Source: an optimization exercise on an open RTL-to-GDS flow (aim: small area, a short achievable clock period and few clock cycles per item). Production flows keep margins and buffers that such runs may drop. Function was checked by simulation only, so behaviour that the tests miss may differ from the original. Power figures rest on the tool's default switching activity, not on a simulated workload.

**run.sh**
```bash
#!/bin/bash
# synth_recipe.tcl (not shown) runs the flow's synth.tcl, then flattens the netlist and writes it again
# the make line also repeats each setting of config.mk as NAME=value (left out here)
make -C /OpenROAD-flow-scripts/flow DESIGN_CONFIG=/design/flow/config.mk WORK_HOME=/design/flow/orfs CLKGATE_MAP_FILE= SYNTH_SCRIPT=/design/flow/synth_recipe.tcl finish
```
**config.mk**
```make
export PLATFORM = sky130hd
export DESIGN_NAME = command_frame_receiver
export DESIGN_NICKNAME = command_frame_receiver
export VERILOG_FILES = /design/flow/design.v
export SDC_FILE = /design/flow/constraint.sdc
export NUM_CORES = 4
export LEC_CHECK = 0
export CAP_MARGIN = 20
export CORE_MARGIN = 2
export CORE_UTILIZATION = 65
export CTS_BUF_LIST = sky130_fd_sc_hd__clkbuf_16
export CTS_CLUSTER_DIAMETER = 60
export CTS_CLUSTER_SIZE = 30
export PLACE_DENSITY = 0.75
export SETUP_SLACK_MARGIN = 1.6
export SLEW_MARGIN = 20
```
**constraint.sdc**
```tcl
create_clock -name core_clock -period 4.0 [get_ports {clock}]
set_input_delay 0.8000 -clock core_clock [delete_from_list [all_inputs] [get_ports {clock}]]
set_output_delay 0.8000 -clock core_clock [all_outputs]
set_load 0.01 [all_outputs]
```
**design.v**
```verilog
package cfr_pkg;
   localparam int BYTE_W = 8;
   localparam int LEN_W  = 7;
   localparam int SUM_W  = 16;
   localparam int CSR_W  = 3;
   localparam logic [CSR_W-1:0] CSR_STRICT_CHECKSUM = 3'd0;
   localparam logic [CSR_W-1:0] CSR_HEADER_FIRST    = 3'd1;
   localparam logic [CSR_W-1:0] CSR_HEADER_SECOND   = 3'd2;
   localparam logic [CSR_W-1:0] CSR_TRAILER_FIRST   = 3'd3;
   localparam logic [CSR_W-1:0] CSR_TRAILER_SECOND  = 3'd4;
   localparam logic [BYTE_W-1:0] HEADER_FIRST_RST   = 8'hFE;
   localparam logic [BYTE_W-1:0] HEADER_SECOND_RST  = 8'hEF;
   localparam logic [BYTE_W-1:0] TRAILER_FIRST_RST  = 8'h0D;
   localparam logic [BYTE_W-1:0] TRAILER_SECOND_RST = 8'h0A;
   localparam int PHASES = 10;
   localparam int P_HDR0 = 0;
   localparam int P_HDR1 = 1;
   localparam int P_CMD  = 2;
   localparam int P_LENH = 3;
   localparam int P_LENL = 4;
   localparam int P_DATA = 5;
   localparam int P_SUMH = 6;
   localparam int P_SUML = 7;
   localparam int P_TRL0 = 8;
   localparam int P_TRL1 = 9;
   typedef struct packed {
      logic              strict_checksum;
      logic [BYTE_W-1:0] header_first;
      logic [BYTE_W-1:0] header_second;
      logic [BYTE_W-1:0] trailer_first;
      logic [BYTE_W-1:0] trailer_second;
   } cfg_type;
endpackage
import cfr_pkg::*;
module cfr_payload_ram #(
   parameter int DEPTH  = 64,
   parameter int ADDR_W = 6,
   parameter int LO_N   = 8,
   parameter int HI_N   = 8,
   parameter int BANKS  = 4,
   parameter int BANK_W = 2
) (
   input  logic                                    clock,
   input  logic                                    wr_en,
   input  logic [LO_N-1:0]                         wr_sel_lo,
   input  logic [HI_N-1:0]                         wr_sel_hi,
   input  logic [cfr_pkg::BYTE_W-1:0]              wr_data,
   input  logic [BANKS-1:0][ADDR_W-BANK_W-1:0]     rd_row,
   output logic [BANKS-1:0][cfr_pkg::BYTE_W-1:0]   rd_data
);
   logic [BYTE_W-1:0] mem_ff [DEPTH];
   always_ff @(posedge clock) begin
      for (int a = 0; a < DEPTH; a++) begin
         if (wr_en && wr_sel_hi[a / LO_N] && wr_sel_lo[a % LO_N]) begin
            mem_ff[a] <= wr_data;
         end
      end
   end
   always_ff @(posedge clock) begin
      for (int b = 0; b < BANKS; b++) begin
         rd_data[b] <= mem_ff[{rd_row[b], BANK_W'(b)}];
      end
   end
endmodule
import cfr_pkg::*;
module cfr_frame_parser #(
   parameter int MAX_PAYLOAD = 64,
   parameter int ADDR_W      = 6,
   parameter int LO_W        = 3,
   parameter int LO_N        = 8,
   parameter int HI_N        = 8
) (
   input  logic                         clock,
   input  logic                         reset,
   input  cfr_pkg::cfg_type             cfg,
   input  logic                         req_valid,
   input  logic [cfr_pkg::BYTE_W-1:0]   req_rx_byte,
   output logic                         req_ready,
   output logic                         ram_we,
   output logic [LO_N-1:0]              ram_wsel_lo,
   output logic [HI_N-1:0]              ram_wsel_hi,
   output logic [cfr_pkg::BYTE_W-1:0]   ram_wdata,
   input  logic                         rd_adv,
   output logic                         pend,
   input  logic                         pend_take,
   output logic [cfr_pkg::BYTE_W-1:0]   frm_command,
   output logic [cfr_pkg::LEN_W-1:0]    frm_length,
   output logic [cfr_pkg::SUM_W-1:0]    frm_received_sum,
   output logic [cfr_pkg::SUM_W-1:0]    frm_computed_sum,
   output logic                         frm_sum_match
);
   localparam logic [BYTE_W-1:0] MAX_LEN = BYTE_W'(MAX_PAYLOAD);
   logic [PHASES-1:0] phase_ff, phase_in;
   logic [BYTE_W-1:0] command_ff;
   logic              len_hi_nz_ff;
   logic [LEN_W-1:0]  length_ff;
   logic [LEN_W-1:0]  left_ff;
   logic              data_last_ff;
   logic [SUM_W-1:0]  rx_sum_ff;
   logic [BYTE_W-1:0] run_lo_ff;
   logic [BYTE_W-1:0] run_hi_ff;
   logic              run_cy_ff;
   logic              sum_match_ff;
   logic              pend_ff, pend_in;
   logic              req_ready_ff, req_ready_in;
   logic              stall_ff;
   logic              wen_ff;
   logic [LO_N-1:0]   wsel_lo_ff;
   logic [HI_N-1:0]   wsel_hi_ff;
   logic [LO_N-1:0]   tail_lo_ff;
   logic [HI_N-1:0]   tail_hi_ff;
   logic [ADDR_W:0]   used_ff;
   logic [ADDR_W:0]   cused_ff;
   logic              accept;
   logic              wr_adv;
   logic              commit;
   logic              rollback;
   logic              full_in;
   logic [ADDR_W:0]   used_inc;
   logic [ADDR_W:0]   used_dec;
   logic [ADDR_W:0]   cused_dec;
   logic              used_64;
   logic              used_63;
   logic              eq_h1, eq_h2, eq_t1, eq_t2;
   logic              len_ok, len_zero;
   logic              good_end;
   assign accept = req_valid && !stall_ff;
   assign wr_adv = accept && phase_ff[P_DATA];
   assign eq_h1    = (req_rx_byte == cfg.header_first);
   assign eq_h2    = (req_rx_byte == cfg.header_second);
   assign eq_t1    = (req_rx_byte == cfg.trailer_first);
   assign eq_t2    = (req_rx_byte == cfg.trailer_second);
   assign len_ok   = !len_hi_nz_ff && (req_rx_byte <= MAX_LEN);
   assign len_zero = (req_rx_byte == '0);
   assign good_end = eq_t2 && (!cfg.strict_checksum || sum_match_ff);
   always_comb begin
      phase_in[P_HDR0] = (phase_ff[P_HDR0] && !(accept && eq_h1)) ||
                         (phase_ff[P_HDR1] && accept && !eq_h2 && !eq_h1) ||
                         (phase_ff[P_LENL] && accept && !len_ok) ||
                         (phase_ff[P_TRL0] && accept && !eq_t1) ||
                         (phase_ff[P_TRL1] && accept);
      phase_in[P_HDR1] = (phase_ff[P_HDR0] && accept && eq_h1) ||
                         (phase_ff[P_HDR1] && !(accept && (eq_h2 || !eq_h1)));
      phase_in[P_CMD]  = (phase_ff[P_HDR1] && accept && eq_h2) ||
                         (phase_ff[P_CMD] && !accept);
      phase_in[P_LENH] = (phase_ff[P_CMD] && accept) ||
                         (phase_ff[P_LENH] && !accept);
      phase_in[P_LENL] = (phase_ff[P_LENH] && accept) ||
                         (phase_ff[P_LENL] && !accept);
      phase_in[P_DATA] = (phase_ff[P_LENL] && accept && len_ok && !len_zero) ||
                         (phase_ff[P_DATA] && !(accept && data_last_ff));
      phase_in[P_SUMH] = (phase_ff[P_LENL] && accept && len_ok && len_zero) ||
                         (phase_ff[P_DATA] && accept && data_last_ff) ||
                         (phase_ff[P_SUMH] && !accept);
      phase_in[P_SUML] = (phase_ff[P_SUMH] && accept) ||
                         (phase_ff[P_SUML] && !accept);
      phase_in[P_TRL0] = (phase_ff[P_SUML] && accept) ||
                         (phase_ff[P_TRL0] && !accept);
      phase_in[P_TRL1] = (phase_ff[P_TRL0] && accept && eq_t1) ||
                         (phase_ff[P_TRL1] && !accept);
   end
   assign commit   = phase_ff[P_TRL1] && accept && good_end;
   assign rollback = (phase_ff[P_TRL0] && accept && !eq_t1) ||
                     (phase_ff[P_TRL1] && accept && !good_end);
   assign used_inc  = used_ff + (ADDR_W+1)'(1);
   assign used_dec  = used_ff - (ADDR_W+1)'(1);
   assign cused_dec = cused_ff - (ADDR_W+1)'(1);
   assign used_64   = (used_ff == (ADDR_W+1)'(MAX_PAYLOAD));
   assign used_63 = (used_ff == (ADDR_W+1)'(MAX_PAYLOAD - 1));
   assign full_in      = wr_adv ? (rd_adv ? used_64 : used_63) : (!rd_adv && used_64);
   assign pend_in      = commit || (pend_ff && !pend_take);
   assign req_ready_in = !(pend_in && phase_in[P_CMD]) && !(phase_in[P_DATA] && full_in);
   assign req_ready    = req_ready_ff;
   assign ram_we      = wen_ff;
   assign ram_wsel_lo = wsel_lo_ff;
   assign ram_wsel_hi = wsel_hi_ff;
   assign ram_wdata   = req_rx_byte;
   always_ff @(posedge clock) begin
      if (reset) begin
         phase_ff     <= PHASES'(1) << P_HDR0;
         pend_ff      <= 1'b0;
         req_ready_ff <= 1'b1;
         stall_ff     <= 1'b0;
         wen_ff       <= 1'b0;
         wsel_lo_ff   <= LO_N'(1);
         wsel_hi_ff   <= HI_N'(1);
         tail_lo_ff   <= LO_N'(1);
         tail_hi_ff   <= HI_N'(1);
         used_ff      <= '0;
         cused_ff     <= '0;
      end else begin
         phase_ff     <= phase_in;
         pend_ff      <= pend_in;
         req_ready_ff <= req_ready_in;
         stall_ff     <= !req_ready_in;
         wen_ff       <= phase_in[P_DATA] && !full_in;
         if (rollback) begin
            wsel_lo_ff <= tail_lo_ff;
            wsel_hi_ff <= tail_hi_ff;
         end else if (wr_adv) begin
            wsel_lo_ff <= {wsel_lo_ff[LO_N-2:0], wsel_lo_ff[LO_N-1]};
            if (wsel_lo_ff[LO_N-1]) begin
               wsel_hi_ff <= {wsel_hi_ff[HI_N-2:0], wsel_hi_ff[HI_N-1]};
            end
         end
         if (commit) begin
            tail_lo_ff <= wsel_lo_ff;
            tail_hi_ff <= wsel_hi_ff;
         end
         if (rollback) begin
            used_ff <= rd_adv ? cused_dec : cused_ff;
         end else if (wr_adv && !rd_adv) begin
            used_ff <= used_inc;
         end else if (!wr_adv && rd_adv) begin
            used_ff <= used_dec;
         end
         if (commit) begin
            cused_ff <= rd_adv ? used_dec : used_ff;
         end else if (rd_adv) begin
            cused_ff <= cused_dec;
         end
      end
   end
   always_ff @(posedge clock) begin
      if (accept && phase_ff[P_CMD]) begin
         command_ff <= req_rx_byte;
      end
      if (accept && phase_ff[P_LENH]) begin
         len_hi_nz_ff <= (req_rx_byte != '0);
      end
      if (accept && phase_ff[P_LENL]) begin
         length_ff    <= req_rx_byte[LEN_W-1:0];
         left_ff      <= req_rx_byte[LEN_W-1:0];
         data_last_ff <= (req_rx_byte == BYTE_W'(1));
      end else if (wr_adv) begin
         left_ff      <= left_ff - LEN_W'(1);
         data_last_ff <= (left_ff == LEN_W'(2));
      end
      if (accept && phase_ff[P_LENL]) begin
         run_lo_ff <= '0;
         run_cy_ff <= 1'b0;
         run_hi_ff <= '0;
      end else begin
         if (wr_adv) begin
            {run_cy_ff, run_lo_ff} <= {1'b0, run_lo_ff} + {1'b0, req_rx_byte};
         end else begin
            run_cy_ff <= 1'b0;
         end
         run_hi_ff <= run_hi_ff + BYTE_W'(run_cy_ff);
      end
      if (accept && phase_ff[P_SUMH]) begin
         rx_sum_ff[SUM_W-1:BYTE_W] <= req_rx_byte;
      end
      if (accept && phase_ff[P_SUML]) begin
         rx_sum_ff[BYTE_W-1:0] <= req_rx_byte;
      end
      sum_match_ff <= (rx_sum_ff == {run_hi_ff, run_lo_ff});
   end
   assign pend             = pend_ff;
   assign frm_command      = command_ff;
   assign frm_length       = length_ff;
   assign frm_received_sum = rx_sum_ff;
   assign frm_computed_sum = {run_hi_ff, run_lo_ff};
   assign frm_sum_match    = sum_match_ff;
endmodule
import cfr_pkg::*;
module command_frame_receiver #(
   parameter int MAX_PAYLOAD = 64
) (
   input  logic                       clock,
   input  logic                       reset,
   input  logic                       req_valid,
   output logic                       req_ready,
   input  logic [cfr_pkg::BYTE_W-1:0] req_rx_byte,
   output logic                       rsp_valid,
   input  logic                       rsp_ready,
   output logic [cfr_pkg::BYTE_W-1:0] rsp_frame_command,
   output logic [cfr_pkg::LEN_W-1:0]  rsp_frame_length,
   output logic [cfr_pkg::BYTE_W-1:0] rsp_payload_byte,
   output logic                       rsp_byte_valid,
   output logic                       rsp_last,
   output logic [cfr_pkg::SUM_W-1:0]  rsp_received_sum,
   output logic [cfr_pkg::SUM_W-1:0]  rsp_computed_sum,
   output logic                       rsp_sum_match,
   input  logic                       csr_we,
   input  logic [cfr_pkg::CSR_W-1:0]  csr_index,
   input  logic [cfr_pkg::BYTE_W-1:0] csr_wdata
);
   localparam int ADDR_W = (MAX_PAYLOAD > 1) ? $clog2(MAX_PAYLOAD) : 1;
   localparam int BANKS  = 4;
   localparam int BANK_W = 2;
   localparam int ROW_W  = ADDR_W - BANK_W;
   cfr_pkg::cfg_type  cfg_ff;
   logic              ram_we;
   logic [7:0]        ram_wsel_lo;
   logic [7:0]        ram_wsel_hi;
   logic [BYTE_W-1:0] ram_wdata;
   logic [BANKS-1:0][ROW_W-1:0]  bank_row_ff;
   logic [BANKS-1:0][BYTE_W-1:0] bank_rdata;
   logic [BYTE_W-1:0] ram_rdata;
   logic              pend;
   logic              pend_take;
   logic [BYTE_W-1:0] frm_command;
   logic [LEN_W-1:0]  frm_length;
   logic [SUM_W-1:0]  frm_received_sum;
   logic [SUM_W-1:0]  frm_computed_sum;
   logic              frm_sum_match;
   logic [BANK_W-1:0] rd_bank_ff;
   logic [ADDR_W-1:0] rem_ff;
   logic              rsp_valid_ff;
   logic              rsp_idle_ff;
   logic              last_i_ff;
   logic              slot_empty_ff;
   logic              slot_le1_ff;
   logic [BYTE_W-1:0] command_ff;
   logic [LEN_W-1:0]  length_ff;
   logic [BYTE_W-1:0] payload_ff;
   logic              byte_valid_ff;
   logic              last_ff;
   logic [SUM_W-1:0]  received_sum_ff;
   logic [SUM_W-1:0]  computed_sum_ff;
   logic              sum_match_ff;
   logic              next_beat;
   logic              rd_adv;
   logic              frm_empty;
   logic              slot_take;
   logic              slot_valid_ff;
   logic [BYTE_W-1:0] slot_command_ff;
   logic [LEN_W-1:0]  slot_length_ff;
   logic [SUM_W-1:0]  slot_received_sum_ff;
   logic [SUM_W-1:0]  slot_computed_sum_ff;
   logic              slot_sum_match_ff;
   always_ff @(posedge clock) begin
      if (reset) begin
         cfg_ff.strict_checksum <= 1'b0;
         cfg_ff.header_first    <= HEADER_FIRST_RST;
         cfg_ff.header_second   <= HEADER_SECOND_RST;
         cfg_ff.trailer_first   <= TRAILER_FIRST_RST;
         cfg_ff.trailer_second  <= TRAILER_SECOND_RST;
      end else if (csr_we) begin
         case (csr_index)
            CSR_STRICT_CHECKSUM: cfg_ff.strict_checksum <= csr_wdata[0];
            CSR_HEADER_FIRST:    cfg_ff.header_first    <= csr_wdata;
            CSR_HEADER_SECOND:   cfg_ff.header_second   <= csr_wdata;
            CSR_TRAILER_FIRST:   cfg_ff.trailer_first   <= csr_wdata;
            CSR_TRAILER_SECOND:  cfg_ff.trailer_second  <= csr_wdata;
            default: begin
            end
         endcase
      end
   end
   cfr_frame_parser #(
      .MAX_PAYLOAD (MAX_PAYLOAD),
      .ADDR_W      (ADDR_W)
   ) u_parser (
      .clock            (clock),
      .reset            (reset),
      .cfg              (cfg_ff),
      .req_valid        (req_valid),
      .req_rx_byte      (req_rx_byte),
      .req_ready        (req_ready),
      .ram_we           (ram_we),
      .ram_wsel_lo      (ram_wsel_lo),
      .ram_wsel_hi      (ram_wsel_hi),
      .ram_wdata        (ram_wdata),
      .rd_adv           (rd_adv),
      .pend             (pend),
      .pend_take        (pend_take),
      .frm_command      (frm_command),
      .frm_length       (frm_length),
      .frm_received_sum (frm_received_sum),
      .frm_computed_sum (frm_computed_sum),
      .frm_sum_match    (frm_sum_match)
   );
   cfr_payload_ram #(
      .DEPTH  (MAX_PAYLOAD),
      .ADDR_W (ADDR_W),
      .BANKS  (BANKS),
      .BANK_W (BANK_W)
   ) u_ram (
      .clock   (clock),
      .wr_en   (ram_we),
      .wr_sel_lo (ram_wsel_lo),
      .wr_sel_hi (ram_wsel_hi),
      .wr_data (ram_wdata),
      .rd_row  (bank_row_ff),
      .rd_data (bank_rdata)
   );
   assign ram_rdata = bank_rdata[rd_bank_ff];
   always_ff @(posedge clock) begin
      if (reset) begin
         bank_row_ff <= '0;
      end else if (rd_adv) begin
         bank_row_ff[rd_bank_ff] <= bank_row_ff[rd_bank_ff] + ROW_W'(1);
      end
   end
   assign slot_take = slot_valid_ff && (rsp_idle_ff || (rsp_ready && last_i_ff));
   assign pend_take = pend && (!slot_valid_ff || slot_take);
   assign next_beat = !rsp_idle_ff && rsp_ready && !last_i_ff;
   assign frm_empty = slot_empty_ff;
   assign rd_adv    = next_beat || (slot_take && !slot_empty_ff);
   always_ff @(posedge clock) begin
      if (reset) begin
         slot_valid_ff <= 1'b0;
      end else if (pend_take) begin
         slot_valid_ff <= 1'b1;
      end else if (slot_take) begin
         slot_valid_ff <= 1'b0;
      end
   end
   always_ff @(posedge clock) begin
      if (pend_take) begin
         slot_command_ff      <= frm_command;
         slot_length_ff       <= frm_length;
         slot_empty_ff        <= (frm_length == '0);
         slot_le1_ff          <= (frm_length <= LEN_W'(1));
         slot_received_sum_ff <= frm_received_sum;
         slot_computed_sum_ff <= frm_computed_sum;
         slot_sum_match_ff    <= frm_sum_match;
      end
   end
   always_ff @(posedge clock) begin
      if (reset) begin
         rsp_valid_ff <= 1'b0;
         rsp_idle_ff  <= 1'b1;
         last_i_ff    <= 1'b1;
         rd_bank_ff   <= '0;
      end else begin
         if (slot_take) begin
            rsp_valid_ff <= 1'b1;
            rsp_idle_ff  <= 1'b0;
         end else if (rsp_ready && last_i_ff) begin
            rsp_valid_ff <= 1'b0;
            rsp_idle_ff  <= 1'b1;
         end
         if (slot_take) begin
            last_i_ff <= slot_le1_ff;
         end else if (next_beat) begin
            last_i_ff <= (rem_ff == ADDR_W'(1));
         end
         if (rd_adv) begin
            rd_bank_ff <= rd_bank_ff + BANK_W'(1);
         end
      end
   end
   always_ff @(posedge clock) begin
      if (slot_take) begin
         command_ff      <= slot_command_ff;
         length_ff       <= slot_length_ff;
         payload_ff      <= frm_empty ? '0 : ram_rdata;
         byte_valid_ff   <= !frm_empty;
         last_ff         <= slot_le1_ff;
         rem_ff          <= ADDR_W'(slot_length_ff - LEN_W'(1));
         received_sum_ff <= slot_received_sum_ff;
         computed_sum_ff <= slot_computed_sum_ff;
         sum_match_ff    <= slot_sum_match_ff;
      end else if (next_beat) begin
         payload_ff      <= ram_rdata;
         last_ff         <= (rem_ff == ADDR_W'(1));
         rem_ff          <= rem_ff - ADDR_W'(1);
      end
   end
   assign rsp_valid         = rsp_valid_ff;
   assign rsp_frame_command = command_ff;
   assign rsp_frame_length  = length_ff;
   assign rsp_payload_byte  = payload_ff;
   assign rsp_byte_valid    = byte_valid_ff;
   assign rsp_last          = last_ff;
   assign rsp_received_sum  = received_sum_ff;
   assign rsp_computed_sum  = computed_sum_ff;
   assign rsp_sum_match     = sum_match_ff;
endmodule
```
==> results of run 1 <==
worst min-delay path by stage:
stage,startpoint,slack (ns),end
after CTS,slot_computed_sum_ff[0],0.42,computed_sum_ff[0]
after global placement,u_parser.command_ff[2],0.40,slot_command_ff[2]
after floorplan,slot_command_ff[0],0.40,command_ff[0]
after global routing,slot_computed_sum_ff[0],0.43,computed_sum_ff[0]
final,slot_computed_sum_ff[0],0.42,computed_sum_ff[0]
after detailed placement,slot_computed_sum_ff[0],0.40,computed_sum_ff[0]
registers in the layout (all words and copies together), names as in the netlist, 16 cells and up, named ones only:
register	count
cfg_ff	33
u_parser.rx_sum_ff	16
bank_row_ff	16
received_sum_ff	16
slot_received_sum_ff	16
u_ram.mem_ff	512
computed_sum_ff	16
slot_computed_sum_ff	16
u_ram.rd_data	32
layout make-up:
type / count / area [um^2] / share of cell area [%]
Inverter: 43 / 179 / 0.491
Antenna cell: 1 / 2.50 / 0.00687
Sequential cell: 831 / 23300 / 64.0
Tap cell: 680 / 851 / 2.34
Clock buffer: 45 / 1130 / 3.09
Timing Repair Buffer: 134 / 1220 / 3.35
Clock inverter: 33 / 377 / 1.03
Multi-Input combinational cell: 1366 / 9350 / 25.7
where the power goes:
group,total [uW],switching (uW),internal [uW]
combinational,287,208,79.3
clock,5260,2890,2380
sequential,9310,14.3,9300
total,14900,3110,11800
logic make-up (layout without fill, tap and decap cells):
logic type	count (synthesis)	after routing	synth area share, %
XOR/XNOR	96	96	2.54
adder cells (fa/ha/maj)	26	26	0.997
AO/OA/AOI/OAI	433	433	9.23
other	0	1	0
AND/OR/NAND/NOR	667	667	9.71
flip-flops	831	831	69.8
multiplexers	144	144	5.27
buffers and inverters	186	255	2.43
layer usage:
| layer | part of all wire (%) | wire length (um) |
|---|---|---|
| met1 | 40 | 32300 |
| met2 | 46 | 36800 |
| met3 | 10 | 8140 |
| met4 | 3.1 | 2500 |
| met5 | 0.011 | 9 |
repair_timing:
item / CTS / global route
gates cloned: 0 / 0
gates resized for setup: 12 / 28
setup endpoints to repair: 105 / 82
hold buffers: 0 / 0
pin swaps: 1 / 1
buffers inserted: 1 / 1
Yosys cell counts (35+ instances only):
cell,count
nand2_1,179
mux2_2,35
nand3_1,82
buf_2,39
nor2_1,170
and3_1,78
o21ai_0,64
xor2_1,44
nor2b_1,41
a21oi_1,99
xnor2_1,51
inv_1,36
mux2i_1,87
clkbuf_1,78
edfxtp_1,666
a22oi_1,48
dfxtp_1,165
worst max-delay path, stage by stage (launching register included):
cell      delay, ns
dfxtp_1        0.45
clkinv_1       0.42
nor2_2         0.64
a31oi_1        0.17
a32oi_1        0.37
o22a_1         0.28
per-stage QoR:
| stage | util [%] | setup WS, ns | cell area [um^2] | cells |
|---|---|---|---|---|
| after floorplan | - | 1.42 | 33500 | 2383 |
| after global placement | 68.3 | 0.865 | 34800 | 3052 |
| after detailed placement | 68.3 | 0.744 | 34800 | 3052 |
| after CTS | 71.3 | 1.56 | 36300 | 3131 |
| after global routing | 71.4 | 1.59 | 36400 | 3133 |
| final | 71.4 | 1.60 | 36400 | 3133 |
==> summary.md, run 1 <==
| Metric | Value |
|---|---|
| Core area | 51,000 um^2 |
| Initial core utilization | 65.5% |
| Layout fillers | 3,320 |
| Total Power | 14,900 uW |
| VDD IR max | 0.378 mV |
| M3 GR Usage | 7.14% |
| CTS tree | built |
| Ys async rst share | 0% |
| Synthesized Nets | between 2k and 2.5k |
| Setup Total Neg Slack | 0 ns |
| Seq/Total Area, Yosys | 69.8% |
| Hold Path Class | register to register |
| Crit path max fanout | 10 |
| Critical R2R Launch | bank_row_ff[13] |
| Post-synth top area cell | edfxtp_1 |
| Lkg Pwr | 0.0120 uW |
| Final min period | 2.40 ns |
| Drt pass-1 iters | 5 |
| M2 GR Usage | between 40% and 50% |
| Detailed-route wire length | between 70,000 and 80,000 um |
| Unique masters post-synth | 77 |
| Die X-Extent | 231 um |
| Slew headroom | 42.3% |
| Layout overhead on the synthesized area | 9.15% |
| Global routing's busiest layer | met2 |
| Synth Flop Type | edfxtp_1 |
| Final hold vios | 0 |
| RSZ-0062 raised after global routing | yes |
| Met1 usage | 42.9% |
| #FFs+latches synth | 831 |
| H-tree levels | 2 |
| DRC Markers | 0 |
| DP HPWL | 51,200 um |
| Fraction of layout cells with a size suffix above 1 | 10.3% |
| Clock transition at path regs | 0.10 ns |
| Worst setup startpoint | bank_row_ff[13] |
| Iteration-0 DRC Markers | 2,664 |
| Commonest non-fill, non-tap cell in the layout | edfxtp_1 |
| R2R Path End | u_ram.rd_data[26] |
| R2R Setup Slk | 1.60 ns |
| Reg2reg path depth | 5 |
| TritonCTS Buffers | 42 |
| Final ANT Viol Nets | 0 |
| Synth Warn # | 4 |
| Placer congestion estimate | 0.896 |
| TritonCTS Sinks | 831 |
| Initial antenna violation count | 2 |
| Worst setup EP type | register |
| Post-synthesis area per instance | 14.0 um^2 |
| IO Pins | between 80 and 90 |
| Largest net degree at the start of global routing | 65 |
| GRT Total Usage | between 20 and 30% |
| Routed vias/inst | ~6.6 |
| Synthesized netlist cell count | about 2.4k |
| Number of enable flip-flop cells after synthesis | approximately 670 |
| Max cap viols | 0 |
| Area contributors post-synth | edfxtp_1 60%, dfxtp_1 9.9%, mux2i_1 2.6%, nand2_1 2.0%, nor2_1 1.9% |
| CP Capture Point | u_ram.rd_data[26] |
| Die ar. | between 50,000 and 60,000 um^2 |
| Final #Nets | roughly 2.5k |
| Hold_ws | 0.424 ns |
| Root buffer cell | clkbuf_16 |
| Number of port buffers | 83 |
| Fmax | 0.416 GHz |
| Number of global-route vias before repair | ~20k |
| Worst Max-Slew Pin Slew | a little under 0.9 ns |
| Final Skew | ~0.025 ns |
| Most frequent cells in the layout | 666 x edfxtp_1, 178 x nand2_1, 167 x nor2_1 |
| Hold-critical path depth | 0 |
| First-pass GRT wire length | around 120,000 um |
| Remaining global-route overflow | 0 |
| Status | timing/DRC/antenna clean |
| Setup CP Type | register to register |
| Yosys top cell area share | between 50% and 60% |
| Setup violators final | 0 |
| CP startpoint kind | register |
| Power Dens Cells | 408 nW/um^2 |
| Worst-Skew Late Latency | about 0.62 ns |
| Via count | 20.5k |
| Clock Path Buffers | 3 |
| WL per Instance | 25.4 um |
| Die height | ~230 um |
| Slew Limit Fails | 0 |
| Mapped Area | 33,400 um^2 |
| CP arrival | 2.94 ns |
| Final period util | 60.1% |
| Row count | 83 |
| Req. time, crit path | approximately 4.5 ns |
Testbench counts, summed over its fixed seeds: cycles 15,046, beats 10,307.
==> inputs of run 2 (changes only) <==
--- a/config.mk
+++ b/config.mk
@@ -12,5 +12,5 @@
 export CTS_CLUSTER_DIAMETER = 60
 export CTS_CLUSTER_SIZE = 30
 export PLACE_DENSITY = 0.75
-export SETUP_SLACK_MARGIN = 1.6
+export SETUP_SLACK_MARGIN = 1.85
 export SLEW_MARGIN = 20
==> summary.md, run 2 <==
| Metric | Value |
|---|---|
| Status | timing/DRC/antenna clean |
| Largest net degree at the start of global routing | 80 |
| Fmax | 0.474 GHz |
| Final hold vios | 0 |
| Layout overhead on the synthesized area | 10.9% |
| Post-synth top area cell | edfxtp_1 |
| Place WS | 0.778 ns |
| Simple-gate share of the synthesized area | 9.71% |
| Synth Warn # | 4 |
| Core area | approximately 50,000 um^2 |
| Max reg flops | 512 |
| Worst Path Buf+Inv | 2 |
| Worst setup EP type | register |
| #FFs+latches synth | 831 |
| Final #Nets | approximately 2.5k |
| Number of global-route vias before repair | around 19k |
| Die X-Extent | between 200 and 250 um |
| Synth Flop Type | edfxtp_1 |
| Crit path max fanout | 23 |
| RSZ-0062 raised after global routing | yes |
| TritonCTS Sinks | 831 |
| Number of enable flip-flop cells after synthesis | ~670 |
| Final Skew | between 0.02 and 0.03 ns |
| Post-Synth XOR/XNOR Area | roughly 2.5% |
| Synthesized netlist cell count | ~2.4k |
| Root buffer cell | clkbuf_16 |
| Placer congestion estimate | a little under 0.9 |
| Iteration-0 DRC Markers | roughly 2.8k |
| Seq/Total Area, Yosys | between 60% and 70% |
| Fraction of layout cells with a size suffix above 1 | 12.8% |
| CP arrival | 2.60 ns |
| Worst-Skew Late Latency | ~0.63 ns |
| Hold_buf cts | 0 |
| Final period util | a little over half |
| Post-synthesis area per instance | 14.0 um^2 |
| TritonCTS Buffers | 46 |
| GRT Total Usage | 30.1% |
| Final Cell Area | approximately 37,000 um^2 |
| Multiplexer area fraction after synthesis | 5.27% |
| Remaining global-route overflow | 0 |
| Multi-input gate area in the final layout | 9600 um^2 |
| Final ANT Viol Nets | 0 |
| Final min period | 2.11 ns |
| DP HPWL | roughly 51,000 um |
| Row count | 83 |
| Hold Path Class | input pin to register |
| Synth top cells by count | 666 x edfxtp_1, 179 x nand2_1, 170 x nor2_1 |
| Yosys top cell area share | 59.9% |
| Hold_ws | 0.403 ns |
| Placed Area | 34,900 um^2 |
| Req. time, crit path | 4.49 ns |
| Setup Total Neg Slack | 0 ns |
| Post-synthesis adder-cell area fraction | 0.997% |
| Most frequent cells in the layout | 666 x edfxtp_1, 178 x nand2_1, 150 x nor2_1, 150 x dfxtp_1, 95 x a21oi_1 |
| Worst Max-Slew Pin Slew | 0.971 ns |
| Unique masters post-synth | 77 |
| Via count | 20.7k |
| Die height | 231 um |
| CTS tree | built |
| H-tree levels | 2 |
| Layout fillers | 3,260 |
| Final worst slack | ~1.9 ns |
| Largest family of logic cells by synthesized area | simple AND/OR/NAND/NOR gates |
| Final core utilization | 72.6% |
| DRC Markers | 0 |
| Post-synthesis compound-gate area fraction | 9.23% |
| Clock transition at path regs | 0.09 ns |
| Commonest non-fill, non-tap cell in the layout | edfxtp_1 |
| Ys async rst share | 0% |
| Sequential cell area | 23,300 um^2 |
| CP startpoint kind | input pin |
| Count leader, synth | edfxtp_1 |
| Die ar. | 53,200 um^2 |
| Initial core utilization | about two thirds |
| Drt pass-1 iters | 6 |
| Max cap viols | 0 |
| CP delay by family, top | simple AND/OR/NAND/NOR gates |
| Power Dens Cells | 415 nW/um^2 |
| Detailed-route wire length | 80,900 um |
| Largest regs | u_ram.mem_ff: 512 flops, cfg_ff: 33 flops, u_ram.rd_data: 32 flops |
| Setup CP Type | input pin to register |
| Setup violators final | 0 |
| Lkg Pwr | 0.0122 uW |
| Number of port buffers | 83 |
| Area contributors post-synth | edfxtp_1 60%, dfxtp_1 9.9%, mux2i_1 2.6%, nand2_1 2.0%, nor2_1 1.9% |
| Slew Limit Fails | 0 |
| Clock Path Buffers | 3 |
| VDD IR max | 0.421 mV |
| Slowest CP cell | or4_4 |
| Mapped Area | 33,400 um^2 |
| Synthesized Nets | 2,433 |
| First-pass GRT wire length | 121,000 um |
| CP cell instances | buf_2 > buf_6 > or4_4 > nor3_4 > nor2b_1 > o31a_1 > nor3_1 > o221ai_1 |
| Crit path largest cell delay | 0.55 ns |
| Slew headroom | a little over a third |
| IO Pins | between 80 and 90 |
| Most flops, register | u_ram.mem_ff |
| Routed vias/inst | 6.58 |
| WL per Instance | 25.7 um |
| Initial antenna violation count | 4 |
run 2: cell counts after synthesis:
No cell type changed its count.
run 2: layout make-up:
class | count | share of cell area (%)
flip-flops and latches | 831 | 63.1
multi-input cells | 1366 | 25.9
repair buffers | 139 | 3.47
clock buffers | 51 | 3.45
well taps | 680 | 2.30
clock inverters | 34 | 1.24
inverters | 43 | 0.527
diodes | 2 | 0.0135
run 2: logic make-up (layout without fill, tap and decap cells):
| logic type | after synthesis | count (layout) |
|---|---|---|
| AO/OA/AOI/OAI | 433 | 433 |
| XOR/XNOR | 96 | 96 |
| adder cells (fa/ha/maj) | 26 | 26 |
| buffers and inverters | 186 | 267 |
| flip-flops | 831 | 831 |
| multiplexers | 144 | 144 |
| other | 0 | 2 |
| AND/OR/NAND/NOR | 667 | 667 |
run 2: power by group:
| group | internal, uW | leakage [uW] | switching, uW |
|---|---|---|---|
| clock | 2690 | 0.000857 | 3070 |
| sequential | 9290 | 0.00732 | 15.5 |
| combinational | 84.0 | 0.00402 | 211 |
| total | 12100 | 0.0122 | 3290 |
run 2: path summary, 6_finish.rpt:
check                                            start                    to  slack, ns  cells past startpoint
worst max-delay path                    req_rx_byte[2]  u_parser.phase_ff[0]       1.89                      8
worst min-delay path                             reset       bank_row_ff[10]       0.40                      2
worst max register to register           slot_empty_ff   u_parser.used_ff[5]       1.91                      9
worst min register to register  u_parser.command_ff[1]    slot_command_ff[1]       0.42                      0
run 2: timing repair:
action / CTS / global route
gates resized for setup: 125 / 57
pin swaps: 2 / 5
buffers inserted: 6 / 6
endpoints found under the setup margin: 217 / 86
cloned: 0 / 1
run 2: layer usage:
layer	global-route usage, %	part of all wire [%]	vias to the layer above
li1	-	-	9118
met1	45.0	41	10200
met2	46.6	47	1222
met3	4.64	9.9	139
met4	8.08	2.4	0
met5	0	0	-
run 2: per-stage QoR:
stage,instances,total power (uW)
2_1_floorplan,2383,9630
3_3_place_gp,3046,9790
3_5_place_dp,3046,9800
4_1_cts,3137,15400
5_1_grt,3146,15700
6_report,3146,15400
==> inputs of run 3 (changes only) <==
--- a/config.mk
+++ b/config.mk
@@ -10,7 +10,7 @@
 export CORE_UTILIZATION = 65
 export CTS_BUF_LIST = sky130_fd_sc_hd__clkbuf_16
 export CTS_CLUSTER_DIAMETER = 60
-export CTS_CLUSTER_SIZE = 30
+export CTS_CLUSTER_SIZE = 34
 export PLACE_DENSITY = 0.75
-export SETUP_SLACK_MARGIN = 1.85
+export SETUP_SLACK_MARGIN = 2.2
 export SLEW_MARGIN = 20
==> summary.md, run 3 <==
| Metric | Value |
|---|---|
| Setup violators final | 0 |
| Hold-critical path depth | 0 |
| Hold Startpoint | slot_received_sum_ff[6] |
| Cells after DPL | 3,055 |
| Max reg flops | 512 |
| R2R Path End | u_parser.wsel_hi_ff[4] |
| Final #Nets | 2,662 |
| Placed Area | 35,100 um^2 |
| Power Dens Cells | 382 nW/um^2 |
| Slew headroom | 27.5% |
| WHS Endpoint | received_sum_ff[6] |
| IO Pins | 84 |
| TritonCTS Sinks | 831 |
| Post-synth top area cell | edfxtp_1 |
| Most flops, register | u_ram.mem_ff |
| WL per Instance | around 29 um |
| TritonCTS Buffers | 45 |
| Seq/Total Area, Yosys | 69.8% |
| Slew Limit Fails | 0 |
| Largest net degree at the start of global routing | 86 |
| Fraction of layout cells with a size suffix above 1 | 28.0% |
| Largest regs | u_ram.mem_ff: 512 flops, cfg_ff: 33 flops, u_ram.rd_data: 32 flops |
| Final Skew | 0.0415 ns |
| Remaining global-route overflow | 0 |
| Commonest non-fill, non-tap cell in the layout | edfxtp_1 |
| Synth top cells by count | 666 x edfxtp_1, 179 x nand2_1, 170 x nor2_1 |
| Layout overhead on the synthesized area | 20.6% |
| Synthesized Nets | 2,433 |
| Iteration-0 DRC Markers | 4,196 |
| GRT Total Usage | around 34% |
| Worst Max-Slew Pin Slew | approximately 1.1 ns |
| Status | timing/DRC/antenna clean |
| First-pass GRT wire length | 134,000 um |
| Reg2reg path depth | 9 |
| Drt pass-1 iters | 6 |
| CP startpoint kind | input pin |
| Number of global-route vias before repair | 21.3k |
| Synth Flop Type | edfxtp_1 |
| Worst-Skew Late Latency | 0.64 ns |
| #FFs+latches synth | roughly 830 |
| Synthesized netlist cell count | 2,383 |
| Clock transition at path regs | 0.10 ns |
| Die height | 231 um |
| Setup Total Neg Slack | 0 ns |
| Row count | 83 |
| Final min period | 2.06 ns |
| Final period util | 51.4% |
| Most frequent cells in the layout | 666 x edfxtp_1, 169 x nand2_1, 140 x buf_4 |
| RSZ-0062 raised after global routing | yes |
| Number of port buffers | 83 |
| Die ar. | 53,200 um^2 |
| Fmax | 0.486 GHz |
| CP arrival | 2.61 ns |
| Area contributors post-synth | edfxtp_1 60%, dfxtp_1 9.9%, mux2i_1 2.6%, nand2_1 2.0%, nor2_1 1.9% |
| Yosys top cell area share | roughly three fifths |
| Clock Path Buffers | 3 |
| Number of enable flip-flop cells after synthesis | roughly 670 |
| Root buffer cell | clkbuf_16 |
| Initial core utilization | 65.5% |
| DRC Markers | 0 |
| H-tree levels | 2 |
| Critical R2R Launch | cfg_ff[2] |
| Mapped Area | approximately 33,000 um^2 |
| CTS tree | built |
| Lkg Pwr | 0.0137 uW |
| Layout fillers | 2,745 |
| Req. time, crit path | 4.56 ns |
| Non-Filler Instances | about 3.3k |
| Hold Path Class | register to register |
| VDD IR max | 0.401 mV |
| Routed vias/inst | 6.80 |
| Final Cell Area | 40,300 um^2 |
| Crit path max fanout | 6 |
| Post-synthesis area per instance | 14.0 um^2 |
| Final core utilization | 78.9% |
| Count leader, synth | edfxtp_1 |
| Unique masters post-synth | 77 |
| Initial antenna violation count | 5 |
| Max cap viols | 0 |
| Setup CP Type | input pin to register |
| Final ANT Viol Nets | 0 |
| Placer congestion estimate | 0.887 |
| Hold_buf cts | 0 |
| Synth Warn # | 4 |
| Final hold vios | 0 |
| R2R Setup Slk | 1.97 ns |
| Die X-Extent | 231 um |
| Ys async rst share | 0% |
| DP HPWL | 52,200 um |
| Worst setup EP type | register |
| Via count | 22.6k |
| Core area | 51,000 um^2 |
| Detailed-route wire length | 95,100 um |
run 3: changes by cell type in the layout (fill, tap and decap cells not counted), sizes merged, moves of 6 or more:
cell	before	now
clkinv	13	19
inv	61	53
dlygate4sd2	43	1
buf	61	288
clkdlybuf4s15	14	1
bufbuf	0	10
run 3: critical path, cell delays in order:
cell and delay [ns]:
buf_12 0.11, buf_8 0.12, xor2_2 0.15, a2111oi_4 0.39
and3_4 0.25, o32a_4 0.21, buf_6 0.15, buf_12 0.13
buf_6 0.09, nor2_2 0.03, a211oi_2 0.18
run 3: per-stage QoR:
| stage | hold WS (ns) | power (uW) | worst slack, ns |
|---|---|---|---|
| final | 0.398 | 15400 | 1.94 |
| after global routing | 0.414 | 15700 | 1.88 |
| after CTS | 0.391 | 15300 | 1.95 |
| after detailed placement | 0.405 | 9800 | 0.777 |
| after global placement | 0.402 | 9790 | 0.828 |
| after floorplan | 0.400 | 9630 | 1.43 |
run 3: final cells by class:
cell class / instances / area [um^2] / area share, %
antenna: 2 / 5.00 / 0.0124
clock buffer: 50 / 1250 / 3.11
clock inverter: 34 / 419 / 1.04
inverter: 43 / 218 / 0.541
multi-input combinational: 1366 / 10500 / 26.0
sequential: 831 / 23400 / 58.1
tap: 680 / 851 / 2.11
timing repair buffer: 324 / 3640 / 9.05
timing repair inverter: 1 / 5.00 / 0.0124
run 3: worst max path at each step:
stage / from / endpoint / slack (ns) / depth (start not counted)
after floorplan: req_valid / u_parser.used_ff[5] / 1.43 / 11
after global placement: req_rx_byte[0] / u_parser.wsel_lo_ff[1] / 0.83 / 8
final: req_rx_byte[2] / u_parser.wsel_hi_ff[4] / 1.94 / 11
after CTS: byte_valid_ff / rsp_byte_valid / 1.95 / 1
after detailed placement: req_valid / u_parser.wsel_hi_ff[3] / 0.78 / 6
after global routing: slot_empty_ff / u_parser.used_ff[5] / 1.88 / 9
run 3: power breakdown:
group / total, uW / leakage, uW / internal (uW) / switching [uW]
registers: 9300 / 0.00733 / 9280 / 16.0
clock network: 5620 / 0.000820 / 2560 / 3060
logic: 438 / 0.00553 / 177 / 260
run 3: timing repair:
| item | 4_1_cts | 5_1_grt |
|---|---|---|
| pin swaps | 61 | 79 |
| endpoints found under the setup margin | 319 | 419 |
| gates cloned | 19 | 10 |
| gates resized for setup | 516 | 193 |
| setup buffers | 98 | 63 |
run 3: cells by family (layout without fill, tap and decap cells):
family	count (synthesis)	count (layout)	share of synthesized area, %
flip-flops	831	831	69.8
AND/OR/NAND/NOR	667	667	9.71
AO/OA/AOI/OAI	433	433	9.23
buffers and inverters	186	452	2.43
multiplexers	144	144	5.27
XOR/XNOR	96	96	2.54
adder cells (fa/ha/maj)	26	26	0.997
other	0	2	0
run 3: per-layer routing:
metal  up-vias  track usage, %  part of all wire (%)  wire [um]
met2      1645            52.6                    47      44400
met1     11200            48.1                    37      35200
met4         4            12.3                   4.8       4580
met5         -               0                 0.033         31
met3       296            6.78                    12      10900
li1       9497               -                     -          -
==> inputs of run 4 (changes only) <==
==> config.mk (replaced) <==
export PLATFORM = sky130hd
export DESIGN_NAME = command_frame_receiver
export DESIGN_NICKNAME = command_frame_receiver
export VERILOG_FILES = /design/flow/design.v
export SDC_FILE = /design/flow/constraint.sdc
export NUM_CORES = 4
export LEC_CHECK = 0
export ABC_CLOCK_PERIOD_IN_PS = 2000
export CAP_MARGIN = 20
export CORE_MARGIN = 2
export CORE_UTILIZATION = 40
export CTS_BUF_LIST = sky130_fd_sc_hd__clkbuf_16
export CTS_CLUSTER_DIAMETER = 60
export CTS_CLUSTER_SIZE = 30
export SETUP_SLACK_MARGIN = 2.0
export SLEW_MARGIN = 20
==> summary.md, run 4 <==
| Metric | Value |
|---|---|
| TritonCTS Buffers | 57 |
| Setup violators final | 0 |
| Initial core utilization | 40.5% |
| Final min period | slightly above 2 ns |
| Power Dens Cells | roughly 420 nW/um^2 |
| Worst setup startpoint | bank_row_ff[13] |
| TritonCTS Sinks | just over 800 |
| Most frequent cells in the layout | 666 x edfxtp_1, 176 x nand2_1, 152 x nor2_1 |
| Synthesized netlist cell count | 2,383 |
| Status | timing/DRC/antenna clean |
| Worst-Skew Late Latency | 0.67 ns |
| Layout fillers | 7,068 |
| Synthesized Nets | ~2.4k |
| Final hold vios | 0 |
| Max reg flops | approximately 500 |
| Number of port buffers | 83 |
| Reg2reg path depth | 6 |
| #FFs+latches synth | 831 |
| Iteration-0 DRC Markers | 2,563 |
| Seq/Total Area, Yosys | a little over two thirds |
| Crit path largest cell delay | 0.41 ns |
| Commonest non-fill, non-tap cell in the layout | edfxtp_1 |
| CP delay by family, top | compound AO/OA/AOI/OAI gates |
| Final period util | between 50% and 60% |
| Hold Startpoint | reset |
| R2R Path End | u_ram.rd_data[31] |
| Die ar. | 85,800 um^2 |
| Post-synth top area cell | edfxtp_1 |
| Number of enable flip-flop cells after synthesis | between 600 and 700 |
| Crit path max fanout | 19 |
| DRC Markers | 0 |
| Final core utilization | between 40% and 50% |
| Final #Nets | 2,544 |
| Final ANT Viol Nets | 0 |
| Final Skew | 0.0427 ns |
| Area contributors post-synth | edfxtp_1 60%, dfxtp_1 9.9%, mux2i_1 2.6%, nand2_1 2.0%, nor2_1 1.9% |
| R2R Setup Slk | 1.94 ns |
| Count leader, synth | edfxtp_1 |
| Drt pass-1 iters | 6 |
| Row count | between 100 and 150 |
| Die height | 293 um |
| IO Pins | 84 |
| Yosys top cell area share | 59.9% |
| CP cell instances | buf_4 > mux2_2 > a32oi_2 > o21ai_0 > a221oi_1 > a21oi_1 |
| Worst Max-Slew Pin Slew | 1.05 ns |
| Most flops, register | u_ram.mem_ff |
| Place WS | 0.723 ns |
| CP arrival | between 2 and 3 ns |
| Via count | 20.7k |
| Slowest CP cell | mux2_2 |
| Remaining global-route overflow | 0 |
| Setup Total Neg Slack | 0 ns |
| Number of global-route vias before repair | around 20k |
| Clock Path Buffers | 3 |
| Slew headroom | 30.0% |
| Final worst slack | between 1.5 and 2 ns |
| Core area | 82,400 um^2 |
| Critical R2R Launch | bank_row_ff[13] |
| Mapped Area | 33,400 um^2 |
| First-pass GRT wire length | 131,000 um |
| CTS tree | built |
| Detailed-route wire length | 88,600 um |
| Routed vias/inst | between 5 and 6 |
| Worst Path Buf+Inv | 1 |
| DP HPWL | roughly 54,000 um |
| CP startpoint kind | register |
| Synth Warn # | 4 |
| WL per Instance | 24.5 um |
| Unique masters post-synth | 77 |
| H-tree levels | 2 |
| Slew Limit Fails | 0 |
| Ys async rst share | 0% |
| RSZ-0062 raised after global routing | yes |
| Hold-critical path depth | 2 |
| Initial antenna violation count | 4 |
| Die X-Extent | 293 um |
| Lkg Pwr | ~0.013 uW |
| VDD IR max | 0.236 mV |
| Setup CP Type | register to register |
| Hold Path Class | input pin to register |
| Worst setup EP type | register |
| Fraction of layout cells with a size suffix above 1 | 19.3% |
| Largest regs | u_ram.mem_ff: 512 flops, cfg_ff: 33 flops, u_ram.rd_data: 32 flops |
| Post-synthesis area per instance | 14.0 um^2 |
| GRT Total Usage | 20.2% |
| Req. time, crit path | 4.54 ns |
| Layout overhead on the synthesized area | 15.1% |
| WHS Endpoint | bank_row_ff[2] |
| Clock transition at path regs | around 0.1 ns |
| Fmax | 0.485 GHz |
| Max cap viols | 0 |
| Synth Flop Type | edfxtp_1 |
| Root buffer cell | clkbuf_16 |
| Synth top cells by count | 666 x edfxtp_1, 179 x nand2_1, 170 x nor2_1 |
| Largest net degree at the start of global routing | 79 |
| Placer congestion estimate | 0.857 |
## run 4: cell count changes in the layout (fill, tap and decap cells not counted), moves of 12 or more
cell     before  now
buf_4       140   83
and3_2       33    0
nor2_1      136  152
and3_1       43   77
a21oi_2      21    6
buf_6        34   11
buf_16       13    0
nor2_4       22   10
buf_12       37   12
a21oi_1      77   92
## run 4: final cells by class
type | count | area [um^2] | share of cell area, %
Antenna cell | 1 | 2.50 | 0.00652
Clock buffer | 58 | 1450 | 3.78
Clock inverter | 50 | 603 | 1.57
Inverter | 43 | 209 | 0.544
Multi-Input combinational cell | 1368 | 9760 | 25.4
Sequential cell | 831 | 23400 | 60.9
Tap cell | 1070 | 1340 | 3.49
Timing Repair Buffer | 193 | 1660 | 4.33
## run 4: routing by layer
layer	global-route usage, %	up-vias	routed length (um)
met5	0	-	16
met4	5.49	2	2320
met3	2.86	143	5850
met2	33.2	780	42500
met1	28.1	10500	37900
li1	-	9282	-
## run 4: what timing repair did
item / in CTS / in global routing
setup buffers: 24 / 31
endpoints found under the setup margin: 266 / 132
resized for setup: 325 / 68
gates cloned: 5 / 1
hold endpoints to repair: 0 / 0
pin swaps: 12 / 17
hold buffers: 0 / 0
## run 4: worst max-delay path by stage
stage | to | slack, ns | cells past startpoint
final | u_ram.rd_data[31] | 1.94 | 6
after global routing | rsp_last | 1.91 | 1
after CTS | rsp_last | 1.90 | 1
after detailed placement | u_parser.tail_hi_ff[1] | 0.72 | 7
after global placement | u_parser.tail_lo_ff[2] | 0.80 | 7
after floorplan | u_parser.used_ff[5] | 1.43 | 11
## run 4: kinds of logic after synthesis
logic type | Yosys count | synth area share, %
simple gates | 667 | 9.71
xor+xnor | 96 | 2.54
flops | 831 | 69.8
compound gates | 433 | 9.23
mux | 144 | 5.27
buf+inv | 186 | 2.43
fa+ha+maj | 26 | 0.997
## run 4: where the power goes
part / total [uW] / internal, uW / switching (uW) / leakage, uW
Sequential: 9300 / 9290 / 14.7 / 0.00732
Combinational: 329 / 94.0 / 235 / 0.00433
Clock: 6390 / 2960 / 3420 / 0.00101
Total: 16000 / 12300 / 3670 / 0.0127
## run 4: through the flow
step           instance area, um^2  std cells  total power, uW  hold slack, ns
2_1_floorplan                33700       2383             9630           0.400
3_3_place_gp                 35500       3444             9810           0.407
3_5_place_dp                 35500       3444             9820           0.405
4_1_cts                      37800       3581            16100           0.356
5_1_grt                      38400       3614            16500           0.355
6_report                     38400       3614            16000           0.370
==> inputs of run 5 (changes only) <==
--- a/config.mk
+++ b/config.mk
@@ -5,7 +5,7 @@
 export SDC_FILE = /design/flow/constraint.sdc
 export NUM_CORES = 4
 export LEC_CHECK = 0
-export ABC_CLOCK_PERIOD_IN_PS = 2000
+export ABC_CLOCK_PERIOD_IN_PS = 1200
 export CAP_MARGIN = 20
 export CORE_MARGIN = 2
 export CORE_UTILIZATION = 40
==> summary.md, run 5 <==
| Metric | Value |
|---|---|
| Status | timing/DRC/antenna clean |
| Row count | approximately 110 |
| Crit path largest cell delay | a little over 0.4 ns |
| Post-synthesis area per instance | 14.0 um^2 |
| Die ar. | 85,800 um^2 |
| Layout fillers | 7,068 |
| Drt pass-1 iters | 6 |
| Top layer in use | met5 |
| WL met3 | 5850 um |
| Met2 WL | between 40,000 and 50,000 um |
| Unique masters post-synth | 77 |
| Final period util | between 50% and 60% |
| Slew headroom | 30.0% |
| Detailed-route wire length | 88,600 um |
| CP startpoint kind | register |
| Slew Limit Fails | 0 |
| Final #Nets | 2,544 |
| Core area | 82,400 um^2 |
| Final ANT Viol Nets | 0 |
| Placer congestion estimate | 0.857 |
| Largest net degree at the start of global routing | just under 80 |
| Fmax | 0.485 GHz |
| Initial antenna violation count | 4 |
| Synthesized Nets | ~2.4k |
| #FFs+latches synth | 831 |
| Ys async rst share | 0% |
| Slowest CP cell | mux2_2 |
| IO Pins | 84 |
| Setup CP Type | register to register |
| Final hold vios | 0 |
| Most flops, register | u_ram.mem_ff |
| Setup Total Neg Slack | 0 ns |
| Initial core utilization | 40.5% |
| DP HPWL | 54,500 um |
| Via count | 20.7k |
| CTS tree | built |
| Number of port buffers | between 80 and 90 |
| Clock Path Buffers | 3 |
| Hold Path Class | input pin to register |
| TritonCTS Buffers | 57 |
| Most frequent cells in the layout | 666 x edfxtp_1, 176 x nand2_1, 152 x nor2_1 |
| Setup violators final | 0 |
| CP arrival | approximately 2.6 ns |
| Clock transition at path regs | 0.10 ns |
| VDD IR max | ~0.24 mV |
| TritonCTS Sinks | 831 |
| WL per Instance | 24.5 um |
| Largest regs | u_ram.mem_ff: 512 flops, cfg_ff: 33 flops, u_ram.rd_data: 32 flops |
| Area contributors post-synth | edfxtp_1 60%, dfxtp_1 9.9%, mux2i_1 2.6%, nand2_1 2.0%, nor2_1 1.9% |
| Root buffer cell | clkbuf_16 |
| Synth Warn # | 4 |
| Synthesized netlist cell count | approximately 2.4k |
| Synth top cells by count | 666 x edfxtp_1, 179 x nand2_1, 170 x nor2_1 |
| Max reg flops | 512 |
| Remaining global-route overflow | 0 |
| CP cell instances | buf_4 > mux2_2 > a32oi_2 > o21ai_0 > a221oi_1 > a21oi_1 |
| Metal1 wirelength | between 30,000 and 40,000 um |
| Commonest non-fill, non-tap cell in the layout | edfxtp_1 |
| RSZ-0062 raised after global routing | yes |
| Routed vias/inst | 5.72 |
| Req. time, crit path | 4.54 ns |
| Synth Flop Type | edfxtp_1 |
| Hold_buf cts | 0 |
| Lkg Pwr | 0.0127 uW |
| Crit path max fanout | 19 |
| Multi-input gate area in the final layout | 9760 um^2 |
| Count leader, synth | edfxtp_1 |
| Layout overhead on the synthesized area | 15.1% |
| Iteration-0 DRC Markers | about 2.6k |
| Worst-Skew Late Latency | 0.67 ns |
| Worst Max-Slew Pin Slew | between 1 and 1.5 ns |
| Fraction of layout cells with a size suffix above 1 | 19.3% |
| Worst Path Buf+Inv | 1 |
| Final core utilization | 46.6% |
| Seq/Total Area, Yosys | 69.8% |
| GRT Total Usage | between 20% and 30% |
| Die X-Extent | between 200 and 300 um |
| Number of global-route vias before repair | slightly above 20k |
| DRC Markers | 0 |
| Mapped Area | 33,400 um^2 |
| Max cap viols | 0 |
| Number of enable flip-flop cells after synthesis | 666 |
| Sequential cell area | ~23,000 um^2 |
| Post-synth top area cell | edfxtp_1 |
| Yosys top cell area share | 59.9% |
| H-tree levels | 2 |
| Power Dens Cells | 417 nW/um^2 |
| Worst setup EP type | register |
| Die height | 293 um |
| CP delay by family, top | compound AO/OA/AOI/OAI gates |
| Final min period | 2.06 ns |
| Final Skew | 0.0427 ns |
| First-pass GRT wire length | 131,000 um |
run 5: worst paths after layout:
check                                     endpoint  slack [ns]                   start  depth (start not counted)
worst max-delay path             u_ram.rd_data[31]        1.94         bank_row_ff[13]                          6
worst min-delay path                bank_row_ff[2]        0.37                   reset                          2
worst max register to register   u_ram.rd_data[31]        1.94         bank_row_ff[13]                          6
worst min register to register  slot_command_ff[3]        0.42  u_parser.command_ff[3]                          0
run 5: cell families (layout without fill, tap and decap cells):
group | count (synthesis) | count (layout) | share of synthesized area, %
xor gates and xnor gates | 96 | 96 | 2.54
muxes | 144 | 144 | 5.27
buffers and inverters | 186 | 344 | 2.43
adders and majority gates | 26 | 26 | 0.997
DFF | 831 | 831 | 69.8
AOI/OAI and AO/OA | 433 | 434 | 9.23
other | 0 | 1 | 0
and+or+nand+nor | 667 | 668 | 9.71
run 5: final cells by class:
cell class | instances | share of cell area (%)
Sequential cell | 831 | 60.9
Multi-Input combinational cell | 1368 | 25.4
Timing Repair Buffer | 193 | 4.33
Clock buffer | 58 | 3.78
Tap cell | 1070 | 3.49
Clock inverter | 50 | 1.57
Inverter | 43 | 0.544
Antenna cell | 1 | 0.00652
run 5: metrics by stage:
| stage | hold slack [ns] | total power, uW | setup slack [ns] | std cells | cell area [um^2] |
|---|---|---|---|---|---|
| after global routing | 0.355 | 16500 | 1.91 | 3614 | 38400 |
| final | 0.370 | 16000 | 1.94 | 3614 | 38400 |
| after CTS | 0.356 | 16100 | 1.90 | 3581 | 37800 |
| after floorplan | 0.400 | 9630 | 1.43 | 2383 | 33700 |
| after global placement | 0.407 | 9810 | 0.795 | 3444 | 35500 |
| after detailed placement | 0.405 | 9820 | 0.723 | 3444 | 35500 |
run 5: layer usage:
metal | vias to the layer above | GRT usage, %
met3 | 143 | 2.86
met2 | 780 | 33.2
met4 | 2 | 5.49
met1 | 10500 | 28.1
met5 | - | 0
li1 | 9282 | -
run 5: worst reg2reg max path, delay by kind of cell (launching register included):
kind                   cells  cell delay (ns)
muxes                      1             0.41
buffers and inverters      1             0.28
DFF                        1             0.35
AOI/OAI and AO/OA          4             0.89
run 5: report_power, final:
| group | internal (uW) | switching [uW] |
|---|---|---|
| combinational | 94.0 | 235 |
| sequential | 9290 | 14.7 |
| clock | 2960 | 3420 |
run 5: repair_timing:
item,4_1_cts,5_1_grt
setup buffers,24,31
cloned,5,1
setup endpoints to repair,266,132
pin swaps,12,17
gates resized for setup,325,68
==> inputs of run 6 (changes only) <==
--- a/design.v
+++ b/design.v
@@ -119,8 +119,10 @@
    logic [ADDR_W:0]   used_inc;
    logic [ADDR_W:0]   used_dec;
    logic [ADDR_W:0]   cused_dec;
-   logic              used_64;
-   logic              used_63;
+   logic              wr_adv_ff;
+   logic              rd_adv_ff;
+   logic              commit_ff;
+   logic              rollback_ff;
    logic              eq_h1, eq_h2, eq_t1, eq_t2;
    logic              len_ok, len_zero;
    logic              good_end;
@@ -165,9 +167,7 @@
    assign used_inc  = used_ff + (ADDR_W+1)'(1);
    assign used_dec  = used_ff - (ADDR_W+1)'(1);
    assign cused_dec = cused_ff - (ADDR_W+1)'(1);
-   assign used_64   = (used_ff == (ADDR_W+1)'(MAX_PAYLOAD));
-   assign used_63 = (used_ff == (ADDR_W+1)'(MAX_PAYLOAD - 1));
-   assign full_in      = wr_adv ? (rd_adv ? used_64 : used_63) : (!rd_adv && used_64);
+   assign full_in      = (used_ff >= (ADDR_W+1)'(MAX_PAYLOAD - 2)) && (cused_ff != '0);
    assign pend_in      = commit || (pend_ff && !pend_take);
    assign req_ready_in = !(pend_in && phase_in[P_CMD]) && !(phase_in[P_DATA] && full_in);
    assign req_ready    = req_ready_ff;
@@ -188,6 +188,10 @@
          tail_hi_ff   <= HI_N'(1);
          used_ff      <= '0;
          cused_ff     <= '0;
+         wr_adv_ff    <= 1'b0;
+         rd_adv_ff    <= 1'b0;
+         commit_ff    <= 1'b0;
+         rollback_ff  <= 1'b0;
       end else begin
          phase_ff     <= phase_in;
          pend_ff      <= pend_in;
@@ -207,16 +211,20 @@
             tail_lo_ff <= wsel_lo_ff;
             tail_hi_ff <= wsel_hi_ff;
          end
-         if (rollback) begin
-            used_ff <= rd_adv ? cused_dec : cused_ff;
-         end else if (wr_adv && !rd_adv) begin
+         wr_adv_ff   <= wr_adv;
+         rd_adv_ff   <= rd_adv;
+         commit_ff   <= commit;
+         rollback_ff <= rollback;
+         if (rollback_ff) begin
+            used_ff <= rd_adv_ff ? cused_dec : cused_ff;
+         end else if (wr_adv_ff && !rd_adv_ff) begin
             used_ff <= used_inc;
-         end else if (!wr_adv && rd_adv) begin
+         end else if (!wr_adv_ff && rd_adv_ff) begin
             used_ff <= used_dec;
          end
-         if (commit) begin
-            cused_ff <= rd_adv ? used_dec : used_ff;
-         end else if (rd_adv) begin
+         if (commit_ff) begin
+            cused_ff <= rd_adv_ff ? used_dec : used_ff;
+         end else if (rd_adv_ff) begin
             cused_ff <= cused_dec;
          end
       end
--- a/config.mk
+++ b/config.mk
@@ -5,12 +5,12 @@
 export SDC_FILE = /design/flow/constraint.sdc
 export NUM_CORES = 4
 export LEC_CHECK = 0
-export ABC_CLOCK_PERIOD_IN_PS = 1200
 export CAP_MARGIN = 20
 export CORE_MARGIN = 2
-export CORE_UTILIZATION = 40
+export CORE_UTILIZATION = 65
 export CTS_BUF_LIST = sky130_fd_sc_hd__clkbuf_16
 export CTS_CLUSTER_DIAMETER = 60
 export CTS_CLUSTER_SIZE = 30
-export SETUP_SLACK_MARGIN = 2.0
+export PLACE_DENSITY = 0.75
+export SETUP_SLACK_MARGIN = 2.1
 export SLEW_MARGIN = 20
==> summary.md, run 6 <==
| Metric | Value |
|---|---|
| Status | timing/DRC/antenna clean |
| Worst Path Buf+Inv | 1 |
| Clock transition at path regs | 0.11 ns |
| Most flops, register | u_ram.mem_ff |
| Post-synthesis area per instance | between 10 and 15 um^2 |
| Synth Flop Type | edfxtp_1 |
| Worst Max-Slew Pin Slew | about 1 ns |
| Final min period | around 2.1 ns |
| R2R Path End | bank_row_ff[3] |
| WL per Instance | 26.8 um |
| VDD IR max | about 0.38 mV |
| Root buffer cell | clkbuf_16 |
| Lkg Pwr | 0.0128 uW |
| Largest net degree at the start of global routing | 76 |
| Critical R2R Launch | bank_row_ff[14] |
| Core area | 51,200 um^2 |
| Setup violators final | 0 |
| WHS Endpoint | received_sum_ff[0] |
| R2R Setup Slk | 2.02 ns |
| CTS tree | built |
| Reg2reg path depth | 8 |
| Die ar. | roughly 53,000 um^2 |
| Die height | 231 um |
| Post-synth top area cell | edfxtp_1 |
| Most frequent cells in the layout | 666 x edfxtp_1, 194 x nand2_1, 165 x nor2_1 |
| DP HPWL | 51,300 um |
| Routed vias/inst | between 6 and 7 |
| Synthesized Nets | 2,476 |
| GRT Total Usage | about a third |
| Slew Limit Fails | 0 |
| Synthesized netlist cell count | 2,426 |
| CP startpoint kind | register |
| Hold Startpoint | slot_received_sum_ff[0] |
| TritonCTS Sinks | 835 |
| Count leader, synth | edfxtp_1 |
| Hold-critical path depth | 0 |
| Clock Path Buffers | 3 |
| CP delay by family, top | flip-flops |
| IO Pins | 84 |
| Largest regs | u_ram.mem_ff: 512 flops, cfg_ff: 33 flops, u_ram.rd_data: 32 flops |
| Row count | between 80 and 90 |
| Die X-Extent | 231 um |
| Number of port buffers | 83 |
| Initial core utilization | 65.5% |
| DRC Markers | 0 |
| Seq/Total Area, Yosys | 69.7% |
| Power Dens Cells | between 400 and 500 nW/um^2 |
| Hold_ws | 0.412 ns |
| Total Power | 15,400 uW |
| Placer congestion estimate | about 0.91 |
| Ys async rst share | 0% |
| Iteration-0 DRC Markers | 2,928 |
| #FFs+latches synth | 835 |
| Drt pass-1 iters | 8 |
| CP arrival | 1.28 ns |
| Final ANT Viol Nets | 0 |
| Final hold vios | 0 |
| Max cap viols | 0 |
| Final #Nets | 2,590 |
| Commonest non-fill, non-tap cell in the layout | edfxtp_1 |
| CP cell instances | buf_2 |
| TritonCTS Buffers | 47 |
| Layout overhead on the synthesized area | 13.9% |
| Slew headroom | between 30 and 40% |
| Detailed-route wire length | 87,200 um |
| Yosys top cell area share | 59.7% |
| Setup CP Type | register to output pin |
| Number of enable flip-flop cells after synthesis | 666 |
| Worst setup EP type | output pin |
| Initial antenna violation count | 2 |
| Number of global-route vias before repair | approximately 20k |
| Mapped Area | around 34,000 um^2 |
| Final Skew | 0.0370 ns |
| Slowest CP cell | edfxtp_1 |
| Synth Warn # | 4 |
| Worst-Skew Late Latency | about 0.64 ns |
| Hold Path Class | register to register |
| H-tree levels | 2 |
| Setup Total Neg Slack | 0 ns |
| Fmax | 0.480 GHz |
| First-pass GRT wire length | 127,000 um |
| Req. time, crit path | approximately 3.2 ns |
| Via count | ~22k |
| Crit path largest cell delay | 0.47 ns |
| Fraction of layout cells with a size suffix above 1 | about a fifth |
| RSZ-0062 raised after global routing | yes |
| Remaining global-route overflow | 0 |
| Crit path max fanout | 1 |
| Unique masters post-synth | 82 |
| Synth top cells by count | 666 x edfxtp_1, 197 x nand2_1, 179 x nor2_1 |
| Area contributors post-synth | edfxtp_1 60%, dfxtp_1 10%, mux2i_1 2.6%, nand2_1 2.2%, nor2_1 2.0% |
| Final period util | 52.1% |
| Max reg flops | 512 |
run 6: per-stage QoR:
| stage | std cells | instance area (um^2) | worst slack (ns) | util, % |
|---|---|---|---|---|
| 6_report | 3259 | 38200 | 1.92 | 74.6 |
| 5_1_grt | 3259 | 38200 | 1.90 | 74.6 |
| 4_1_cts | 3221 | 37400 | 1.89 | 73.1 |
| 3_5_place_dp | 3083 | 35000 | 0.782 | 68.3 |
| 3_3_place_gp | 3083 | 35000 | 0.857 | 68.3 |
| 2_1_floorplan | 2426 | 33700 | 1.71 | - |
run 6: power by group:
group | switching (uW) | leakage (uW) | internal [uW]
sequential | 7.51 | 0.00728 | 9320
clock | 3200 | 0.000850 | 2570
combinational | 214 | 0.00463 | 91.6
run 6: per-layer routing:
metal	GRT usage, %	share of wire [%]	up-vias
li1	-	-	9402
met1	46.7	39	10600
met2	49.8	47	1466
met3	4.60	11	224
met4	10.3	3.5	0
met5	0	0	-
run 6: final cells by class:
cell class	instances	area [um^2]
Clock buffer	48	1200
Antenna cell	1	2.50
Inverter	52	244
Timing Repair Buffer	211	1990
Timing Repair inverter	1	16.3
Sequential cell	835	23500
Clock inverter	39	551
Fill cell	3090	13000
Tap cell	680	851
Multi-Input combinational cell	1392	9860
run 6: how the worst max path moves through the flow:
stage | slack (ns) | cells past startpoint | start | end
after global routing | 1.90 | 1 | payload_ff[3] | rsp_payload_byte[3]
after global placement | 0.86 | 7 | req_rx_byte[3] | u_parser.wsel_lo_ff[1]
after detailed placement | 0.78 | 7 | req_rx_byte[3] | u_parser.wsel_lo_ff[4]
after CTS | 1.89 | 1 | payload_ff[3] | rsp_payload_byte[3]
after floorplan | 1.71 | 9 | req_rx_byte[0] | u_parser.run_lo_ff[6]
final | 1.92 | 1 | payload_ff[3] | rsp_payload_byte[3]
run 6: cells by family (layout without fill, tap and decap cells):
logic type	after synthesis	count (layout)	synth area share, %
other	0	1	0
adders and majority gates	26	26	0.993
muxes	141	141	5.11
xor gates and xnor gates	93	93	2.50
DFF	835	835	69.7
and+or+nand+nor	679	679	9.66
buffers and inverters	201	351	2.69
AOI/OAI and AO/OA	451	453	9.30
run 6: worst reg2reg max path, stage by stage (launching register included):
cell and delay [ns]:
dfxtp_4 0.37, buf_4 0.14, buf_12 0.15, mux4_2 0.53, nand3_2 0.11, xor2_1 0.09
nor2_2 0.23, nand2_1 0.12, o21ai_0 0.17
run 6: what timing repair did:
item,CTS,global route
gates resized for setup,372,116
pin swaps,15,24
endpoints found under the setup margin,256,217
buffers inserted,45,33
hold buffers,0,0
cloned,6,4
hold endpoints to repair,0,0
Testbench counts of run 6, summed over its fixed seeds: cycles 15,050, beats 10,307.

==> re-timing with driven ports <==
In the flow no input, the clock included, has a driving cell. The finished layouts below were timed again as built, in two steps.
Step 1: set_driving_cell puts a clkbuf_16 on clock and a buf_2 on each other input, an assumption about the parent block.
Step 2, shift: input delay + t, output delay - t, t = (earliest + latest rising clock arrival at the registers) / 2. This alone moves slack from input paths to output paths.
Three values: no drivers, after step 1, after step 2; two values: the first two.
| run | shift t [ns] | setup WS [ns] |
|---|---|---|
| run 1 | 0.667 | 1.597 / 1.591 / 1.018 |
| run 2 | 0.681 | 1.890 / 1.832 / 1.236 |
| run 3 | 0.681 | 1.943 / 1.928 / 1.274 |
| run 4 | 0.715 | 1.936 / 1.890 / 1.285 |
| run 5 | 0.715 | 1.936 / 1.890 / 1.285 |
| run 6 | 0.685 | 1.915 / 1.854 / 1.382 |
After both steps setup and hold are still met in every run listed.
